Background: an optimization exercise with open tools, aiming at small area, a short achievable clock period and few clock cycles per item. Do not read the settings as production practice. Function was checked by simulation only, so behaviour that the tests miss may differ from the original.

## flow/design.v (module list and top-level ports; edited modules follow where they fit)
// module cdajd_gcd: 56 lines
// module cdajd_zinv: 232 lines
// module cdajd_cent: 140 lines
// module cdajd_jdn: 369 lines
// module cdajd_qlane: 178 lines
// module cdajd_mult: 408 lines
// module civil_datetime_to_ajd_fraction: 135 lines
module civil_datetime_to_ajd_fraction (
    input  logic        clk,
    input  logic        rst_n,
    input  logic        in_valid,
    output logic        in_ready,
    input  logic        in_mode,
    input  logic [13:0] in_year,
    input  logic [3:0]  in_month,
    input  logic [4:0]  in_day,
    input  logic [4:0]  in_hour,
    input  logic [5:0]  in_minute,
    input  logic [5:0]  in_second,
    output logic        out_valid,
    input  logic        out_ready,
    output logic [22:0] out_julian_day,
    output logic [39:0] out_ajd_numerator,
    output logic [17:0] out_ajd_denominator
);
  // ...
==> flow/run.sh <==
#!/bin/bash
# synth_recipe.tcl (not shown) runs the flow's synth.tcl, then flattens the netlist and writes it again
# the make line also repeats each setting of config.mk as NAME=value (left out here)
make -C /OpenROAD-flow-scripts/flow DESIGN_CONFIG=/design/flow/config.mk WORK_HOME=/design/flow/orfs CLKGATE_MAP_FILE= SYNTH_SCRIPT=/design/flow/synth_recipe.tcl finish
==> flow/config.mk <==
export PLATFORM = sky130hd
export DESIGN_NAME = civil_datetime_to_ajd_fraction
export DESIGN_NICKNAME = civil_datetime_to_ajd_fraction
export VERILOG_FILES = /design/flow/design.v
export SDC_FILE = /design/flow/constraint.sdc
export NUM_CORES = 4
export LEC_CHECK = 0
export ABC_AREA = 1
export CAP_MARGIN = 20
export CORE_MARGIN = 2
export CORE_UTILIZATION = 40
export SLEW_MARGIN = 20
==> flow/constraint.sdc <==
create_clock -name core_clock -period 10.0 [get_ports {clk}]
set_input_delay 2.0000 -clock core_clock [delete_from_list [all_inputs] [get_ports {clk}]]
set_output_delay 2.0000 -clock core_clock [all_outputs]
set_load 0.01 [all_outputs]
==> results.toml, run 1 <==
[critical_path]
cp_num_buf_inv = 4
crit_start = "c3[1]"
crit_cells = 29
start_kind = "register"

[cts]
post_cts_buffers = 0
clk_path_buf_depth = 3
cts-root-buf = "clkbuf_16"
clk_pin_slew_ps = 60
numCtsBuffers = 29
tritoncts = "done"

[outcome]
status = "no timing/DRC/antenna violations"

[detailed_routing]
wl_met1_mm = 29.7
drtPass1Iterations = 7
drt_iter0_markers = 1381

[layout]
seq_cell_count = 236
utilization_pct = 44.7
multi_input_area_share_pct = 57.3
largest_reg_flops = 40
seqCellArea_mm2 = 0.00706

[die]
start_util_pct = 40.4
core-area_mm2 = 0.0673
num_io_pins = 128

[synthesis]
yosys.area.top_type = "edfxtp_1"
yosys_warnings = 7
synthTopCellsByArea = "edfxtp_1 26%, fa_1 24%, ha_1 12%, inv_1 8.6%, nand2_1 5.4%"

[worst_hold_path]
hold_path_depth = 0

[sta]
setup-tns-final_ps = 0
rsz0062_at_grt = "false"

[place]
dp_cells = 3818
dpl-instance-area_mm2 = 0.0292

[global_routing]
busiest_layer = "met2"
grt_pass1_vias = 19520
Testbench counts, summed over its fixed seeds: cycles 800, items 768.
==> module cdajd_mult, before the edit <==
module cdajd_mult (
    input  logic [22:0] jd,
    input  logic [17:0] qp,
    input  logic [2:0]  a,
    input  logic [1:0]  b,
    input  logic [1:0]  c,
    output logic [39:0] num
);
    logic [8:0]  pl;
    logic        n0, n1, n2, k0, k1, k2;
    logic [1:0]  s2, s3, s4;
    logic [22:0] r0, r1;
    logic [25:0] r2;
    logic [24:0] r3, r4;
    logic [17:0] rq;
    logic [46:0] w;
    assign pl = cdajd_pkg::row_plan({b, c});
    assign n0 = pl[8];
    assign n1 = pl[7];
    assign s2 = pl[6:5];
    assign n2 = pl[4];
    assign s3 = pl[3:2];
    assign s4 = pl[1:0];
    assign k0 = ~n0;
    assign k1 = ~n1;
    assign k2 = ~n2 | (s2 != 2'd0);
    assign r0 = jd ^ {23{n0}};
    assign r1 = jd ^ {23{n1}};
    always_comb
    begin
        case (s2)
            2'd0:    r2 = {3'd0, jd ^ {23{n2}}};
            2'd1:    r2 = {2'd0, jd, 1'd0};
            2'd2:    r2 = {1'd0, jd, 2'd0};
            default: r2 = {jd, 3'd0};
        endcase
        case (s3)
            2'd0:    r3 = 25'd0;
            2'd1:    r3 = {2'd0, jd};
            2'd2:    r3 = {1'd0, jd, 1'd0};
            default: r3 = {jd, 2'd0};
        endcase
        case (s4)
            2'd0:    r4 = 25'd0;
            2'd1:    r4 = {2'd0, jd};
            default: r4 = {jd, 2'd0};
        endcase
    end
    assign rq = {~qp[17], qp[16:0]};
    logic nm_w1, nm_w2;
    logic nm_w3, nm_w4;
    logic nm_w5, nm_w6;
    logic nm_w7, nm_w8;
    logic nm_w9, nm_w10;
    logic nm_w11, nm_w12;
    logic nm_w13, nm_w14;
    logic nm_w15, nm_w16;
    logic nm_w17, nm_w18;
    logic nm_w19, nm_w20;
    logic nm_w21, nm_w22;
    logic nm_w23, nm_w24;
    logic nm_w25, nm_w26;
    logic nm_w27, nm_w28;
    logic nm_w29, nm_w30;
    logic nm_w31, nm_w32;
    logic nm_w33, nm_w34;
    logic nm_w35, nm_w36;
    logic nm_w37, nm_w38;
    logic nm_w39, nm_w40;
    logic nm_w41, nm_w42;
    logic nm_w43, nm_w44;
    logic nm_w45, nm_w46;
    logic nm_w47, nm_w48;
    logic nm_w49, nm_w50;
    logic nm_w51, nm_w52;
    logic nm_w53, nm_w54;
    logic nm_w55, nm_w56;
    logic nm_w57, nm_w58;
    logic nm_w59, nm_w60;
    logic nm_w61, nm_w62;
    logic nm_w63, nm_w64;
    logic nm_w65, nm_w66;
    logic nm_w67, nm_w68;
    logic nm_w69, nm_w70;
    logic nm_w71, nm_w72;
    logic nm_w73, nm_w74;
    logic nm_w75, nm_w76;
    logic nm_w77, nm_w78;
    logic nm_w79, nm_w80;
    logic nm_w81, nm_w82;
    logic nm_w83, nm_w84;
    logic nm_w85, nm_w86;
    logic nm_w87, nm_w88;
    logic nm_w89, nm_w90;
    logic nm_w91, nm_w92;
    logic nm_w93, nm_w94;
    logic nm_w95, nm_w96;
    logic nm_w97, nm_w98;
    logic nm_w99, nm_w100;
    logic nm_w101, nm_w102;
    logic nm_w103, nm_w104;
    logic nm_w105, nm_w106;
    logic nm_w107, nm_w108;
    logic nm_w109, nm_w110;
    logic nm_w111, nm_w112;
    logic nm_w113, nm_w114;
    logic nm_w115, nm_w116;
    logic nm_w117, nm_w118;
    logic nm_w119, nm_w120;
    logic nm_w121, nm_w122;
    logic nm_w123, nm_w124;
    logic nm_w125, nm_w126;
    logic nm_w127, nm_w128;
    logic nm_w129, nm_w130;
    logic nm_w131, nm_w132;
    logic nm_w133, nm_w134;
    logic nm_w135, nm_w136;
    logic nm_w137, nm_w138;
    logic nm_w139, nm_w140;
    logic nm_w141, nm_w142;
    logic nm_w143, nm_w144;
    logic nm_w145, nm_w146;
    logic nm_w147, nm_w148;
    logic nm_w149, nm_w150;
    logic nm_w151, nm_w152;
    logic nm_w153, nm_w154;
    logic nm_w155, nm_w156;
    logic nm_w157, nm_w158;
    logic nm_w159, nm_w160;
    logic nm_w161, nm_w162;
    logic nm_w163, nm_w164;
    logic nm_w165, nm_w166;
    logic nm_w167, nm_w168;
    logic nm_w169, nm_w170;
    logic nm_w171, nm_w172;
    logic nm_w173, nm_w174;
    logic nm_w175, nm_w176;
    logic nm_w177, nm_w178;
    logic nm_w179, nm_w180;
    logic nm_w181, nm_w182;
    logic nm_w183, nm_w184;
    logic nm_w185, nm_w186;
    logic nm_w187, nm_w188;
    logic nm_w189, nm_w190;
    logic nm_w191, nm_w192;
    logic nm_w193, nm_w194;
    logic nm_w195, nm_w196;
    logic nm_w197, nm_w198;
    logic nm_w199, nm_w200;
    logic nm_w201, nm_w202;
    logic nm_w203, nm_w204;
    logic nm_w205, nm_w206;
    logic nm_w207, nm_w208;
    logic nm_w209, nm_w210;
    logic nm_w211, nm_w212;
    logic nm_w213, nm_w214;
    logic nm_w215, nm_w216;
    logic nm_w217, nm_w218;
    logic nm_w219, nm_w220;
    logic nm_w221, nm_w222;
    logic nm_w223, nm_w224;
    logic nm_w225, nm_w226;
    logic nm_w227, nm_w228;
    logic nm_w229, nm_w230;
    logic nm_w231, nm_w232;
    logic nm_w233, nm_w234;
    logic [47:0] nm_ra, nm_rb;
    logic [47:0] nm_sum;
    assign nm_w1 = r0[10] ^ r1[9];
    assign nm_w2 = r0[10] & r1[9];
    assign nm_w3 = r0[11] ^ r1[10];
    assign nm_w4 = r0[11] & r1[10];
    assign nm_w5 = r0[12] ^ r1[11];
    assign nm_w6 = r0[12] & r1[11];
    assign nm_w7 = r0[13] ^ r1[12];
    assign nm_w8 = r0[13] & r1[12];
    assign nm_w9 = r0[14] ^ r1[13];
    assign nm_w10 = r0[14] & r1[13];
    assign nm_w11 = r0[15] ^ r1[14];
    assign nm_w12 = r0[15] & r1[14];
    assign nm_w13 = r0[16] ^ r1[15];
    assign nm_w14 = r0[16] & r1[15];
    assign nm_w15 = r0[17] ^ r1[16];
    assign nm_w16 = r0[17] & r1[16];
    assign nm_w17 = r0[18] ^ r1[17];
    assign nm_w18 = r0[18] & r1[17];
    assign nm_w19 = r0[19] ^ r1[18];
    assign nm_w20 = r0[19] & r1[18];
    assign nm_w21 = r0[20] ^ r1[19];
    assign nm_w22 = r0[20] & r1[19];
    assign nm_w23 = r0[21] ^ r1[20];
    assign nm_w24 = r0[21] & r1[20];
    assign nm_w25 = r0[22] ^ r1[21];
    assign nm_w26 = r0[22] & r1[21];
    assign nm_w27 = r0[2] ^ r1[1];
    assign nm_w28 = r0[2] & r1[1];
    assign nm_w29 = r0[3] ^ r1[2];
    assign nm_w30 = r0[3] & r1[2];
    assign nm_w31 = r0[4] ^ r1[3];
    assign nm_w32 = r0[4] & r1[3];
    assign nm_w33 = r0[5] ^ r1[4] ^ r2[3];
    assign nm_w34 = (r0[5] & r1[4]) | (r0[5] & r2[3]) | (r1[4] & r2[3]);
    assign nm_w35 = r0[6] ^ r1[5] ^ r2[4];
    assign nm_w36 = (r0[6] & r1[5]) | (r0[6] & r2[4]) | (r1[5] & r2[4]);
    assign nm_w37 = r0[7] ^ r1[6] ^ r2[5];
    assign nm_w38 = (r0[7] & r1[6]) | (r0[7] & r2[5]) | (r1[6] & r2[5]);
    assign nm_w39 = r3[2] ^ r4[0];
    assign nm_w40 = r3[2] & r4[0];
    assign nm_w41 = r0[8] ^ r1[7] ^ r2[6];
    assign nm_w42 = (r0[8] & r1[7]) | (r0[8] & r2[6]) | (r1[7] & r2[6]);
    assign nm_w43 = r3[3] ^ r4[1] ^ rq[15];
    assign nm_w44 = (r3[3] & r4[1]) | (r3[3] & rq[15]) | (r4[1] & rq[15]);
    assign nm_w45 = r0[9] ^ r1[8] ^ r2[7];
    assign nm_w46 = (r0[9] & r1[8]) | (r0[9] & r2[7]) | (r1[8] & r2[7]);
    assign nm_w47 = r3[4] ^ r4[2] ^ rq[16];
    assign nm_w48 = (r3[4] & r4[2]) | (r3[4] & rq[16]) | (r4[2] & rq[16]);
    assign nm_w49 = r2[8] ^ r3[5] ^ r4[3];
    assign nm_w50 = (r2[8] & r3[5]) | (r2[8] & r4[3]) | (r3[5] & r4[3]);
    assign nm_w51 = rq[17] ^ nm_w1 ^ 1'b1;
    assign nm_w52 = (rq[17] & nm_w1) | (rq[17] & 1'b1) | (nm_w1 & 1'b1);
    assign nm_w53 = nm_w2 ^ r2[9] ^ r3[6];
    assign nm_w54 = (nm_w2 & r2[9]) | (nm_w2 & r3[6]) | (r2[9] & r3[6]);
    assign nm_w55 = r4[4] ^ nm_w3 ^ 1'b1;
    assign nm_w56 = (r4[4] & nm_w3) | (r4[4] & 1'b1) | (nm_w3 & 1'b1);
    assign nm_w57 = nm_w4 ^ r2[10] ^ r3[7];
    assign nm_w58 = (nm_w4 & r2[10]) | (nm_w4 & r3[7]) | (r2[10] & r3[7]);
    assign nm_w59 = r4[5] ^ nm_w5 ^ 1'b1;
    assign nm_w60 = (r4[5] & nm_w5) | (r4[5] & 1'b1) | (nm_w5 & 1'b1);
    assign nm_w61 = nm_w6 ^ r2[11] ^ r3[8];
    assign nm_w62 = (nm_w6 & r2[11]) | (nm_w6 & r3[8]) | (r2[11] & r3[8]);
    assign nm_w63 = r4[6] ^ nm_w7 ^ 1'b1;
    assign nm_w64 = (r4[6] & nm_w7) | (r4[6] & 1'b1) | (nm_w7 & 1'b1);
    assign nm_w65 = nm_w8 ^ r2[12] ^ r3[9];
    assign nm_w66 = (nm_w8 & r2[12]) | (nm_w8 & r3[9]) | (r2[12] & r3[9]);
    assign nm_w67 = r4[7] ^ nm_w9 ^ 1'b1;
    assign nm_w68 = (r4[7] & nm_w9) | (r4[7] & 1'b1) | (nm_w9 & 1'b1);
    assign nm_w69 = nm_w10 ^ r2[13] ^ r3[10];
    assign nm_w70 = (nm_w10 & r2[13]) | (nm_w10 & r3[10]) | (r2[13] & r3[10]);
    assign nm_w71 = r4[8] ^ nm_w11 ^ 1'b1;
    assign nm_w72 = (r4[8] & nm_w11) | (r4[8] & 1'b1) | (nm_w11 & 1'b1);
    assign nm_w73 = nm_w12 ^ r2[14] ^ r3[11];
    assign nm_w74 = (nm_w12 & r2[14]) | (nm_w12 & r3[11]) | (r2[14] & r3[11]);
    assign nm_w75 = r4[9] ^ nm_w13 ^ 1'b1;
    assign nm_w76 = (r4[9] & nm_w13) | (r4[9] & 1'b1) | (nm_w13 & 1'b1);
    assign nm_w77 = nm_w14 ^ r2[15] ^ r3[12];
    assign nm_w78 = (nm_w14 & r2[15]) | (nm_w14 & r3[12]) | (r2[15] & r3[12]);
    assign nm_w79 = r4[10] ^ nm_w15 ^ 1'b1;
    assign nm_w80 = (r4[10] & nm_w15) | (r4[10] & 1'b1) | (nm_w15 & 1'b1);
    assign nm_w81 = nm_w16 ^ r2[16] ^ r3[13];
    assign nm_w82 = (nm_w16 & r2[16]) | (nm_w16 & r3[13]) | (r2[16] & r3[13]);
    assign nm_w83 = r4[11] ^ nm_w17 ^ 1'b1;
    assign nm_w84 = (r4[11] & nm_w17) | (r4[11] & 1'b1) | (nm_w17 & 1'b1);
    assign nm_w85 = nm_w18 ^ r2[17] ^ r3[14];
    assign nm_w86 = (nm_w18 & r2[17]) | (nm_w18 & r3[14]) | (r2[17] & r3[14]);
    assign nm_w87 = r4[12] ^ nm_w19 ^ 1'b1;
    assign nm_w88 = (r4[12] & nm_w19) | (r4[12] & 1'b1) | (nm_w19 & 1'b1);
    assign nm_w89 = nm_w20 ^ r2[18] ^ r3[15];
    assign nm_w90 = (nm_w20 & r2[18]) | (nm_w20 & r3[15]) | (r2[18] & r3[15]);
    assign nm_w91 = r4[13] ^ nm_w21 ^ 1'b1;
    assign nm_w92 = (r4[13] & nm_w21) | (r4[13] & 1'b1) | (nm_w21 & 1'b1);
    assign nm_w93 = nm_w22 ^ r2[19] ^ r3[16];
    assign nm_w94 = (nm_w22 & r2[19]) | (nm_w22 & r3[16]) | (r2[19] & r3[16]);
    assign nm_w95 = r4[14] ^ nm_w23 ^ 1'b1;
    assign nm_w96 = (r4[14] & nm_w23) | (r4[14] & 1'b1) | (nm_w23 & 1'b1);
    assign nm_w97 = nm_w24 ^ r2[20] ^ r3[17];
    assign nm_w98 = (nm_w24 & r2[20]) | (nm_w24 & r3[17]) | (r2[20] & r3[17]);
    assign nm_w99 = r4[15] ^ nm_w25 ^ 1'b1;
    assign nm_w100 = (r4[15] & nm_w25) | (r4[15] & 1'b1) | (nm_w25 & 1'b1);
    assign nm_w101 = nm_w26 ^ r1[22] ^ r2[21];
    assign nm_w102 = (nm_w26 & r1[22]) | (nm_w26 & r2[21]) | (r1[22] & r2[21]);
    assign nm_w103 = r3[18] ^ r4[16] ^ k0;
    assign nm_w104 = (r3[18] & r4[16]) | (r3[18] & k0) | (r4[16] & k0);
    assign nm_w105 = r2[22] ^ r3[19] ^ r4[17];
    assign nm_w106 = (r2[22] & r3[19]) | (r2[22] & r4[17]) | (r3[19] & r4[17]);
    assign nm_w107 = r2[23] ^ r3[20];
    assign nm_w108 = r2[23] & r3[20];
    assign nm_w109 = r2[24] ^ r3[21];
    assign nm_w110 = r2[24] & r3[21];
    assign nm_w111 = r2[25] ^ r3[22];
    assign nm_w112 = r2[25] & r3[22];
    assign nm_w113 = r0[1] ^ r1[0];
    assign nm_w114 = r0[1] & r1[0];
    assign nm_w115 = r2[0] ^ rq[9] ^ n2;
    assign nm_w116 = (r2[0] & rq[9]) | (r2[0] & n2) | (rq[9] & n2);
    assign nm_w117 = nm_w28 ^ r2[1] ^ rq[10];
    assign nm_w118 = (nm_w28 & r2[1]) | (nm_w28 & rq[10]) | (r2[1] & rq[10]);
    assign nm_w119 = nm_w30 ^ r2[2] ^ rq[11];
    assign nm_w120 = (nm_w30 & r2[2]) | (nm_w30 & rq[11]) | (r2[2] & rq[11]);
    assign nm_w121 = nm_w32 ^ r3[0] ^ rq[12];
    assign nm_w122 = (nm_w32 & r3[0]) | (nm_w32 & rq[12]) | (r3[0] & rq[12]);
    assign nm_w123 = nm_w34 ^ r3[1] ^ rq[13];
    assign nm_w124 = (nm_w34 & r3[1]) | (nm_w34 & rq[13]) | (r3[1] & rq[13]);
    assign nm_w125 = nm_w36 ^ rq[14] ^ nm_w37;
    assign nm_w126 = (nm_w36 & rq[14]) | (nm_w36 & nm_w37) | (rq[14] & nm_w37);
    assign nm_w127 = nm_w38 ^ nm_w40 ^ nm_w41;
    assign nm_w128 = (nm_w38 & nm_w40) | (nm_w38 & nm_w41) | (nm_w40 & nm_w41);
    assign nm_w129 = nm_w42 ^ nm_w44 ^ nm_w45;
    assign nm_w130 = (nm_w42 & nm_w44) | (nm_w42 & nm_w45) | (nm_w44 & nm_w45);
    assign nm_w131 = nm_w46 ^ nm_w48 ^ nm_w49;
    assign nm_w132 = (nm_w46 & nm_w48) | (nm_w46 & nm_w49) | (nm_w48 & nm_w49);
    assign nm_w133 = nm_w50 ^ nm_w52 ^ nm_w53;
    assign nm_w134 = (nm_w50 & nm_w52) | (nm_w50 & nm_w53) | (nm_w52 & nm_w53);
    assign nm_w135 = nm_w54 ^ nm_w56 ^ nm_w57;
    assign nm_w136 = (nm_w54 & nm_w56) | (nm_w54 & nm_w57) | (nm_w56 & nm_w57);
    assign nm_w137 = nm_w58 ^ nm_w60 ^ nm_w61;
    assign nm_w138 = (nm_w58 & nm_w60) | (nm_w58 & nm_w61) | (nm_w60 & nm_w61);
    assign nm_w139 = nm_w62 ^ nm_w64 ^ nm_w65;
    assign nm_w140 = (nm_w62 & nm_w64) | (nm_w62 & nm_w65) | (nm_w64 & nm_w65);
    assign nm_w141 = nm_w66 ^ nm_w68 ^ nm_w69;
    assign nm_w142 = (nm_w66 & nm_w68) | (nm_w66 & nm_w69) | (nm_w68 & nm_w69);
    assign nm_w143 = nm_w70 ^ nm_w72 ^ nm_w73;
    assign nm_w144 = (nm_w70 & nm_w72) | (nm_w70 & nm_w73) | (nm_w72 & nm_w73);
    assign nm_w145 = nm_w74 ^ nm_w76 ^ nm_w77;
    assign nm_w146 = (nm_w74 & nm_w76) | (nm_w74 & nm_w77) | (nm_w76 & nm_w77);
    assign nm_w147 = nm_w78 ^ nm_w80 ^ nm_w81;
    assign nm_w148 = (nm_w78 & nm_w80) | (nm_w78 & nm_w81) | (nm_w80 & nm_w81);
    assign nm_w149 = nm_w82 ^ nm_w84 ^ nm_w85;
    assign nm_w150 = (nm_w82 & nm_w84) | (nm_w82 & nm_w85) | (nm_w84 & nm_w85);
    assign nm_w151 = nm_w86 ^ nm_w88 ^ nm_w89;
    assign nm_w152 = (nm_w86 & nm_w88) | (nm_w86 & nm_w89) | (nm_w88 & nm_w89);
    assign nm_w153 = nm_w90 ^ nm_w92 ^ nm_w93;
    assign nm_w154 = (nm_w90 & nm_w92) | (nm_w90 & nm_w93) | (nm_w92 & nm_w93);
    assign nm_w155 = nm_w94 ^ nm_w96 ^ nm_w97;
    assign nm_w156 = (nm_w94 & nm_w96) | (nm_w94 & nm_w97) | (nm_w96 & nm_w97);
    assign nm_w157 = nm_w98 ^ nm_w100 ^ nm_w101;
    assign nm_w158 = (nm_w98 & nm_w100) | (nm_w98 & nm_w101) | (nm_w100 & nm_w101);
    assign nm_w159 = nm_w102 ^ nm_w104 ^ k1;
    assign nm_w160 = (nm_w102 & nm_w104) | (nm_w102 & k1) | (nm_w104 & k1);
    assign nm_w161 = nm_w106 ^ r4[18] ^ k2;
    assign nm_w162 = (nm_w106 & r4[18]) | (nm_w106 & k2) | (r4[18] & k2);
    assign nm_w163 = nm_w108 ^ r4[19] ^ nm_w109;
    assign nm_w164 = (nm_w108 & r4[19]) | (nm_w108 & nm_w109) | (r4[19] & nm_w109);
    assign nm_w165 = nm_w110 ^ r4[20] ^ nm_w111;
    assign nm_w166 = (nm_w110 & r4[20]) | (nm_w110 & nm_w111) | (r4[20] & nm_w111);
    assign nm_w167 = nm_w112 ^ r3[23] ^ r4[21];
    assign nm_w168 = (nm_w112 & r3[23]) | (nm_w112 & r4[21]) | (r3[23] & r4[21]);
    assign nm_w169 = r3[24] ^ r4[22];
    assign nm_w170 = r3[24] & r4[22];
    assign nm_w171 = r0[0] ^ rq[7];
    assign nm_w172 = r0[0] & rq[7];
    assign nm_w173 = rq[8] ^ n1 ^ nm_w113;
    assign nm_w174 = (rq[8] & n1) | (rq[8] & nm_w113) | (n1 & nm_w113);
    assign nm_w175 = nm_w114 ^ nm_w27 ^ nm_w115;
    assign nm_w176 = (nm_w114 & nm_w27) | (nm_w114 & nm_w115) | (nm_w27 & nm_w115);
    assign nm_w177 = nm_w116 ^ nm_w29 ^ nm_w117;
    assign nm_w178 = (nm_w116 & nm_w29) | (nm_w116 & nm_w117) | (nm_w29 & nm_w117);
    assign nm_w179 = nm_w118 ^ nm_w31 ^ nm_w119;
    assign nm_w180 = (nm_w118 & nm_w31) | (nm_w118 & nm_w119) | (nm_w31 & nm_w119);
    assign nm_w181 = nm_w120 ^ nm_w33 ^ nm_w121;
    assign nm_w182 = (nm_w120 & nm_w33) | (nm_w120 & nm_w121) | (nm_w33 & nm_w121);
    assign nm_w183 = nm_w122 ^ nm_w35 ^ nm_w123;
    assign nm_w184 = (nm_w122 & nm_w35) | (nm_w122 & nm_w123) | (nm_w35 & nm_w123);
    assign nm_w185 = nm_w124 ^ nm_w39 ^ nm_w125;
    assign nm_w186 = (nm_w124 & nm_w39) | (nm_w124 & nm_w125) | (nm_w39 & nm_w125);
    assign nm_w187 = nm_w126 ^ nm_w43 ^ nm_w127;
    assign nm_w188 = (nm_w126 & nm_w43) | (nm_w126 & nm_w127) | (nm_w43 & nm_w127);
    assign nm_w189 = nm_w128 ^ nm_w47 ^ nm_w129;
    assign nm_w190 = (nm_w128 & nm_w47) | (nm_w128 & nm_w129) | (nm_w47 & nm_w129);
    assign nm_w191 = nm_w130 ^ nm_w51 ^ nm_w131;
    assign nm_w192 = (nm_w130 & nm_w51) | (nm_w130 & nm_w131) | (nm_w51 & nm_w131);
    assign nm_w193 = nm_w132 ^ nm_w55 ^ nm_w133;
    assign nm_w194 = (nm_w132 & nm_w55) | (nm_w132 & nm_w133) | (nm_w55 & nm_w133);
    assign nm_w195 = nm_w134 ^ nm_w59 ^ nm_w135;
    assign nm_w196 = (nm_w134 & nm_w59) | (nm_w134 & nm_w135) | (nm_w59 & nm_w135);
    assign nm_w197 = nm_w136 ^ nm_w63 ^ nm_w137;
    assign nm_w198 = (nm_w136 & nm_w63) | (nm_w136 & nm_w137) | (nm_w63 & nm_w137);
    assign nm_w199 = nm_w138 ^ nm_w67 ^ nm_w139;
    assign nm_w200 = (nm_w138 & nm_w67) | (nm_w138 & nm_w139) | (nm_w67 & nm_w139);
    assign nm_w201 = nm_w140 ^ nm_w71 ^ nm_w141;
    assign nm_w202 = (nm_w140 & nm_w71) | (nm_w140 & nm_w141) | (nm_w71 & nm_w141);
    assign nm_w203 = nm_w142 ^ nm_w75 ^ nm_w143;
    assign nm_w204 = (nm_w142 & nm_w75) | (nm_w142 & nm_w143) | (nm_w75 & nm_w143);
    assign nm_w205 = nm_w144 ^ nm_w79 ^ nm_w145;
    assign nm_w206 = (nm_w144 & nm_w79) | (nm_w144 & nm_w145) | (nm_w79 & nm_w145);
    assign nm_w207 = nm_w146 ^ nm_w83 ^ nm_w147;
    assign nm_w208 = (nm_w146 & nm_w83) | (nm_w146 & nm_w147) | (nm_w83 & nm_w147);
    assign nm_w209 = nm_w148 ^ nm_w87 ^ nm_w149;
    assign nm_w210 = (nm_w148 & nm_w87) | (nm_w148 & nm_w149) | (nm_w87 & nm_w149);
    assign nm_w211 = nm_w150 ^ nm_w91 ^ nm_w151;
    assign nm_w212 = (nm_w150 & nm_w91) | (nm_w150 & nm_w151) | (nm_w91 & nm_w151);
    assign nm_w213 = nm_w152 ^ nm_w95 ^ nm_w153;
    assign nm_w214 = (nm_w152 & nm_w95) | (nm_w152 & nm_w153) | (nm_w95 & nm_w153);
    assign nm_w215 = nm_w154 ^ nm_w99 ^ nm_w155;
    assign nm_w216 = (nm_w154 & nm_w99) | (nm_w154 & nm_w155) | (nm_w99 & nm_w155);
    assign nm_w217 = nm_w156 ^ nm_w103 ^ nm_w157;
    assign nm_w218 = (nm_w156 & nm_w103) | (nm_w156 & nm_w157) | (nm_w103 & nm_w157);
    assign nm_w219 = nm_w158 ^ nm_w105 ^ nm_w159;
    assign nm_w220 = (nm_w158 & nm_w105) | (nm_w158 & nm_w159) | (nm_w105 & nm_w159);
    assign nm_w221 = nm_w160 ^ nm_w107 ^ nm_w161;
    assign nm_w222 = (nm_w160 & nm_w107) | (nm_w160 & nm_w161) | (nm_w107 & nm_w161);
    assign nm_w223 = nm_w162 ^ nm_w163 ^ 1'b1;
    assign nm_w224 = (nm_w162 & nm_w163) | (nm_w162 & 1'b1) | (nm_w163 & 1'b1);
    assign nm_w225 = nm_w164 ^ nm_w165 ^ 1'b1;
    assign nm_w226 = (nm_w164 & nm_w165) | (nm_w164 & 1'b1) | (nm_w165 & 1'b1);
    assign nm_w227 = nm_w166 ^ nm_w167 ^ 1'b1;
    assign nm_w228 = (nm_w166 & nm_w167) | (nm_w166 & 1'b1) | (nm_w167 & 1'b1);
    assign nm_w229 = nm_w168 ^ nm_w169 ^ 1'b1;
    assign nm_w230 = (nm_w168 & nm_w169) | (nm_w168 & 1'b1) | (nm_w169 & 1'b1);
    assign nm_w231 = nm_w170 ^ r4[23] ^ 1'b1;
    assign nm_w232 = (nm_w170 & r4[23]) | (nm_w170 & 1'b1) | (r4[23] & 1'b1);
    assign nm_w233 = r4[24] ^ 1'b1;
    assign nm_w234 = r4[24] & 1'b1;
    assign nm_ra = {1'd0, 1'b1, 1'b1, 1'b1, 1'b1, 1'b1, 1'b1, 1'b1, nm_w234, nm_w232, nm_w230, nm_w228, nm_w226, nm_w224, nm_w222, nm_w220, nm_w218, nm_w216, nm_w214, nm_w212, nm_w210, nm_w208, nm_w206, nm_w204, nm_w202, nm_w200, nm_w198, nm_w196, nm_w194, nm_w192, nm_w190, nm_w188, nm_w186, nm_w184, nm_w182, nm_w180, nm_w178, nm_w176, nm_w174, nm_w172, n0, rq[6], rq[5], rq[4], rq[3], rq[2], rq[1], rq[0]};
    assign nm_rb = {1'd0, 1'b0, 1'b0, 1'b0, 1'b0, 1'b0, 1'b0, 1'b0, 1'b1, nm_w233, nm_w231, nm_w229, nm_w227, nm_w225, nm_w223, nm_w221, nm_w219, nm_w217, nm_w215, nm_w213, nm_w211, nm_w209, nm_w207, nm_w205, nm_w203, nm_w201, nm_w199, nm_w197, nm_w195, nm_w193, nm_w191, nm_w189, nm_w187, nm_w185, nm_w183, nm_w181, nm_w179, nm_w177, nm_w175, nm_w173, nm_w171, 1'b0, 1'b0, 1'b0, 1'b0, 1'b0, 1'b0, 1'b0};
    assign nm_sum = cdajd_pkg::bk_add(nm_ra, nm_rb);
    assign w = nm_sum[46:0];
    assign num = 40'(w >> a);
endmodule
==> module civil_datetime_to_ajd_fraction, before the edit <==
module civil_datetime_to_ajd_fraction (
    input  logic        clk,
    input  logic        rst_n,
    input  logic        in_valid,
    output logic        in_ready,
    input  logic        in_mode,
    input  logic [13:0] in_year,
    input  logic [3:0]  in_month,
    input  logic [4:0]  in_day,
    input  logic [4:0]  in_hour,
    input  logic [5:0]  in_minute,
    input  logic [5:0]  in_second,
    output logic        out_valid,
    input  logic        out_ready,
    output logic [22:0] out_julian_day,
    output logic [39:0] out_ajd_numerator,
    output logic [17:0] out_ajd_denominator
);
    logic v1, v2, v3, ov;
    logic adv_o, adv_3, adv_2, adv_1;
    logic full_r;
    assign adv_o    = !ov || out_ready;
    assign adv_3    = !v3 || adv_o;
    assign adv_2    = !v2 || adv_3;
    assign adv_1    = !v1 || adv_2;
    assign in_ready = !full_r || out_ready;
    always_ff @(posedge clk or negedge rst_n)
    begin
        if (!rst_n)
        begin
            v1     <= 1'b0;
            v2     <= 1'b0;
            v3     <= 1'b0;
            ov     <= 1'b0;
            full_r <= 1'b0;
        end
        else
        begin
            if (adv_1) v1 <= in_valid;
            if (adv_2) v2 <= v1;
            if (adv_3) v3 <= v2;
            if (adv_o) ov <= v3;
            full_r <= (adv_1 ? in_valid : v1) && (adv_2 ? v1 : v2)
                   && (adv_3 ? v2 : v3) && (adv_o ? v3 : ov);
        end
    end
    logic [4:0]  hh;
    logic [5:0]  mi, ss;
    logic [2:0]  aa;
    logic [1:0]  ba, ca;
    logic [7:0]  centa;
    assign hh = in_mode ? in_hour   : 5'd0;
    assign mi = in_mode ? in_minute : 6'd0;
    assign ss = in_mode ? in_second : 6'd0;
    cdajd_gcd  u_gcd  (.hh(hh), .mi(mi), .ss(ss), .a(aa), .b(ba), .c(ca));
    cdajd_cent u_cent (.year(in_year), .month(in_month), .cent(centa));
    logic [13:0] year1;
    logic [3:0]  month1;
    logic [4:0]  day1;
    logic [7:0]  cent1;
    logic [4:0]  hh1;
    logic [5:0]  mi1, ss1;
    logic [2:0]  a1;
    logic [1:0]  b1, c1;
    always_ff @(posedge clk)
    begin
        if (adv_1)
        begin
            year1  <= in_year;
            month1 <= in_month;
            day1   <= in_day;
            cent1  <= centa;
            hh1    <= hh;
            mi1    <= mi;
            ss1    <= ss;
            a1     <= aa;
            b1     <= ba;
            c1     <= ca;
        end
    end
    logic [22:0] jdb;
    logic [17:0] zib;     
    cdajd_jdn  u_jd (.year(year1), .month(month1), .day(day1), .cent(cent1), .jd(jdb));
    cdajd_zinv u_zi (.hh(hh1), .mi(mi1), .ss(ss1), .zi(zib));
    logic [22:0] jd2;
    logic [17:0] zi2;
    logic [2:0]  a2;
    logic [1:0]  b2, c2;
    always_ff @(posedge clk)
    begin
        if (adv_2)
        begin
            jd2 <= jdb;
            zi2 <= zib;
            a2  <= a1;
            b2  <= b1;
            c2  <= c1;
        end
    end
    logic [17:0] qpc;     
    cdajd_qlane u_q (.zi(zi2), .b(b2), .c(c2), .q(qpc));
    logic [22:0] jd3;
    logic [17:0] qp3;
    logic [2:0]  a3;
    logic [1:0]  b3, c3;
    always_ff @(posedge clk)
    begin
        if (adv_3)
        begin
            jd3 <= jd2;
            qp3 <= qpc;
            a3  <= a2;
            b3  <= b2;
            c3  <= c2;
        end
    end
    logic [39:0] numc;
    cdajd_mult u_mul (.jd(jd3), .qp(qp3), .a(a3), .b(b3), .c(c3), .num(numc));
    logic [22:0] rjd;
    logic [39:0] rnum;
    logic [16:0] rden;
    always_ff @(posedge clk)
    begin
        if (adv_o)
        begin
            rjd  <= jd3;
            rnum <= numc;
            rden <= cdajd_pkg::den_of({a3, b3, c3});
        end
    end
    assign out_valid           = ov;
    assign out_julian_day      = rjd;
    assign out_ajd_numerator   = rnum;
    assign out_ajd_denominator = {1'b0, rden};
endmodule
==> run 2: changes to the inputs <==
--- a/flow/design.v
+++ b/flow/design.v
@@ -1034,11 +1034,9 @@
     input  logic [22:0] jd,
     input  logic [17:0] qp,
     input  logic [2:0]  a,
-    input  logic [1:0]  b,
-    input  logic [1:0]  c,
+    input  logic [8:0]  pl,
     output logic [39:0] num
 );
-    logic [8:0]  pl;
     logic        n0, n1, n2, k0, k1, k2;
     logic [1:0]  s2, s3, s4;
     logic [22:0] r0, r1;
@@ -1046,7 +1044,6 @@
     logic [24:0] r3, r4;
     logic [17:0] rq;
     logic [46:0] w;
-    assign pl = cdajd_pkg::row_plan({b, c});
     assign n0 = pl[8];
     assign n1 = pl[7];
     assign s2 = pl[6:5];
@@ -1543,6 +1540,7 @@
     logic [17:0] qp3;
     logic [2:0]  a3;
     logic [1:0]  b3, c3;
+    logic [8:0]  pl3;
     always_ff @(posedge clk)
     begin
         if (adv_3)
@@ -1552,24 +1550,28 @@
             a3  <= a2;
             b3  <= b2;
             c3  <= c2;
+            pl3 <= cdajd_pkg::row_plan({b2, c2});
         end
     end
     logic [39:0] numc;
-    cdajd_mult u_mul (.jd(jd3), .qp(qp3), .a(a3), .b(b3), .c(c3), .num(numc));
+    cdajd_mult u_mul (.jd(jd3), .qp(qp3), .a(a3), .pl(pl3), .num(numc));
     logic [22:0] rjd;
     logic [39:0] rnum;
-    logic [16:0] rden;
+    logic [2:0]  ra;
+    logic [1:0]  rb, rc;
     always_ff @(posedge clk)
     begin
         if (adv_o)
         begin
             rjd  <= jd3;
             rnum <= numc;
-            rden <= cdajd_pkg::den_of({a3, b3, c3});
+            ra   <= a3;
+            rb   <= b3;
+            rc   <= c3;
         end
     end
     assign out_valid           = ov;
     assign out_julian_day      = rjd;
     assign out_ajd_numerator   = rnum;
-    assign out_ajd_denominator = {1'b0, rden};
+    assign out_ajd_denominator = {1'b0, cdajd_pkg::den_of({ra, rb, rc})};
 endmodule
--- a/flow/config.mk
+++ b/flow/config.mk
@@ -8,5 +8,5 @@
 export ABC_AREA = 1
 export CAP_MARGIN = 20
 export CORE_MARGIN = 2
-export CORE_UTILIZATION = 40
+export CORE_UTILIZATION = 55
 export SLEW_MARGIN = 20
==> results.toml, run 2 <==
[outcome]
status = "no timing/DRC/antenna violations"

[critical_path]
arrival_ps = 7210
worstPathRequired_ps = 10380
cp-end-kind = "register"
path_max_fanout = 34
reg2reg_depth = 23
critical_path_class = "reg -> reg"
start_kind = "register"

[die]
num_io_pins = 128
die_h_um = 225
die-area_mm2 = 0.0508
core-area_mm2 = 0.0486
die_x_um = 225
floorplan.rows = 81
start_util_pct = 55.4

[detailed_routing]
dr_total_vias = 20239
drtPass1Iterations = 6
drc_errors = 0
route.antenna.remaining_nets = 0
wl_mm = 65.1
drt_iter0_markers = 1745
vias_per_cell = 5.53
detail_route.wl_per_cell_um = 17.8

[cts]
insertion_delay_ps = 570
post_cts_buffers = 0
cts.sinks = 235
numCtsBuffers = 27
tritoncts = "done"
cts.htree.levels = 1
ctsResizeCount = 0
hold_buffers = 0
cts-root-buf = "clkbuf_16"
clk_pin_slew_ps = 60
clk_path_buf_depth = 3

[sta]
min_period_over_period_pct = 68.3
setup-tns-final_ps = 0
min_period_ps = 6830
hold_viol = 0
slew_headroom_pct = 28.0
setup_viol = 0
maxSlewViolCount = 0
clock.fmax_mhz = 146
rsz0062_at_grt = "false"
worst_slew_pin_slew_ps = 1080
finClkSkew_ps = 18.4

[synthesis]
synthCells = 2941
yosys.area.top_type = "edfxtp_1"
syn_avg_cell_area_um2 = 9.17
synth-seq-cells = 235
synth.cell_area_mm2 = 0.0270
yosys_most_used_dff = "edfxtp_1"
synth_most_common_cell = "inv_1"
synthTopCellsByArea = "edfxtp_1 26%, fa_1 24%, ha_1 12%, inv_1 9.0%, nand2_1 5.9%"
async_flop_share_pct = 2.13
yosys_warnings = 7
synth_commonest_cells = "647 x inv_1, 426 x nand2_1, 320 x fa_1"
synth-seq-area-share_pct = 26.1
synthDominantCellAreaShare_pct = 25.6
synth_nets = 3558
synth_edf_count = 230
yosysUniqueCellTypes = 58

[global_routing]
grt_pass1_vias = 20789
grt_use_total_pct = 26.2
grt_first_pass_wirelength_mm = 106
antenna_found_initial = 1
grt_max_degree = 72
grt-ovfl-total = 0

[run]
max_cap_viol_count = 0

[place]
port_buffers = 126
gp_congestion = 0.941
dp_cells = 3607
dp_hpwl_mm = 53.3

[layout]
final_common_cell = "inv_1"
drive_gt1_share_pct = 3.06
fin_nets = 3632
syn_to_final_growth_pct = 9.78
diodes = 0
final_cells = 3657
regMostFlops = "rnum"
largest_reg_flops = 40
layout_common_cells = "645 x inv_1, 424 x nand2_1, 320 x fa_1"

[worst_hold_path]
hold_class = "reg -> reg"
hold_path_depth = 0
[run 2: area by class of cell]
cell class,count,area (µm²)
Multi-Input combinational cell,1945,17000
Fill cell,4274,19000
Tap cell,622,778
Inverter,669,2520
Clock buffer,32,694
Sequential cell,235,7030
Clock inverter,17,201
Timing Repair Buffer,137,1350
[run 2: path summary, 6_finish.rpt]
check	startpoint	endpoint	slack, ps
max in group asynchronous	rst_n	v2	8160
worst max register to register	pl3[4]	rnum[29]	3170
min in group asynchronous	rst_n	ov	1650
worst min register to register	jd2[2]	jd3[2]	420
worst min-delay path	jd2[2]	jd3[2]	420
worst max-delay path	pl3[4]	rnum[29]	3170
[run 2: per-stage QoR]
stage               utilization [%]  area, µm²  hold WS, ps  setup slack, ps
floorplan                         -      27000          400             3310
global placement               59.0      28700          402             3270
detailed placement             59.0      28700          406             3200
CTS                            60.8      29600          420             3270
global route                   60.9      29600          423             2610
finish                         60.9      29600          418             3170
[run 2: kinds of logic after synthesis]
group	share of synthesized area [%]
adder cells (fa/ha/maj)	35.4
multiplexers	0.816
buffers and inverters	10.8
AND/OR/NAND/NOR	10.5
XOR/XNOR	5.00
flip-flops	26.1
AO/OA/AOI/OAI	11.3
other	0.0139
[run 2: routing by layer]
layer	share of wire, %	vias up	global-route usage [%]	wire (µm)
li1	-	9625	-	-
met1	42	9878	33.6	27100
met2	50	618	46.9	32900
met3	5.2	118	3.22	3370
met4	2.7	0	7.20	1770
met5	0	-	0	0
[run 2: worst max-delay path, stage by stage (launching register included)]
cell	delay [ps]
edfxtp_1	700
clkinv_1	910
a21oi_1	340
o21ai_0	120
a22oi_1	240
fa_1	460
inv_1	80
fa_1	430
fa_1	490
inv_1	40
ha_1	320
nand2_1	90
nor2_1	150
nand3_1	90
nand3_1	210
a31oi_1	220
o21bai_1	260
a31oi_1	140
fa_1	400
xnor2_1	210
mux2i_1	140
o21ai_0	420
nand2_1	90
o21ai_0	90
Testbench counts of run 2, summed over its fixed seeds: cycles 800, items 768.

==> port drivers added, routing unchanged <==
In the flow no input, the clock included, has a driving cell. The finished layouts below were timed again as built, in two steps.
Step 1 (the two cells are an assumption about what drives the block):
set clk [get_ports {clk}]
set_driving_cell -lib_cell sky130_fd_sc_hd__clkbuf_16 $clk
set_driving_cell -lib_cell sky130_fd_sc_hd__buf_2 [delete_from_list [all_inputs] $clk]
Step 2 times the ports against the registers' clock, not the clock port: input delays grow and output delays shrink by t, the midpoint of the rising clock arrivals with the driver on.
Three values: ideal, step 1, step 2; two values: the first two.
run	t, ns	slack for setup (ns)	worst setup path at the end	worst data-port slew with drivers (ns)
run 1	0.635	2.870 / 2.870 / 2.870	register to register	0.05
run 2	0.616	3.171 / 3.171 / 3.126	input to register	0.05
After both steps setup and hold are still met in every run listed. The setup slack of run 2, which loses most, moves by 0.000 ns with the drivers and by -0.045 ns with both steps.
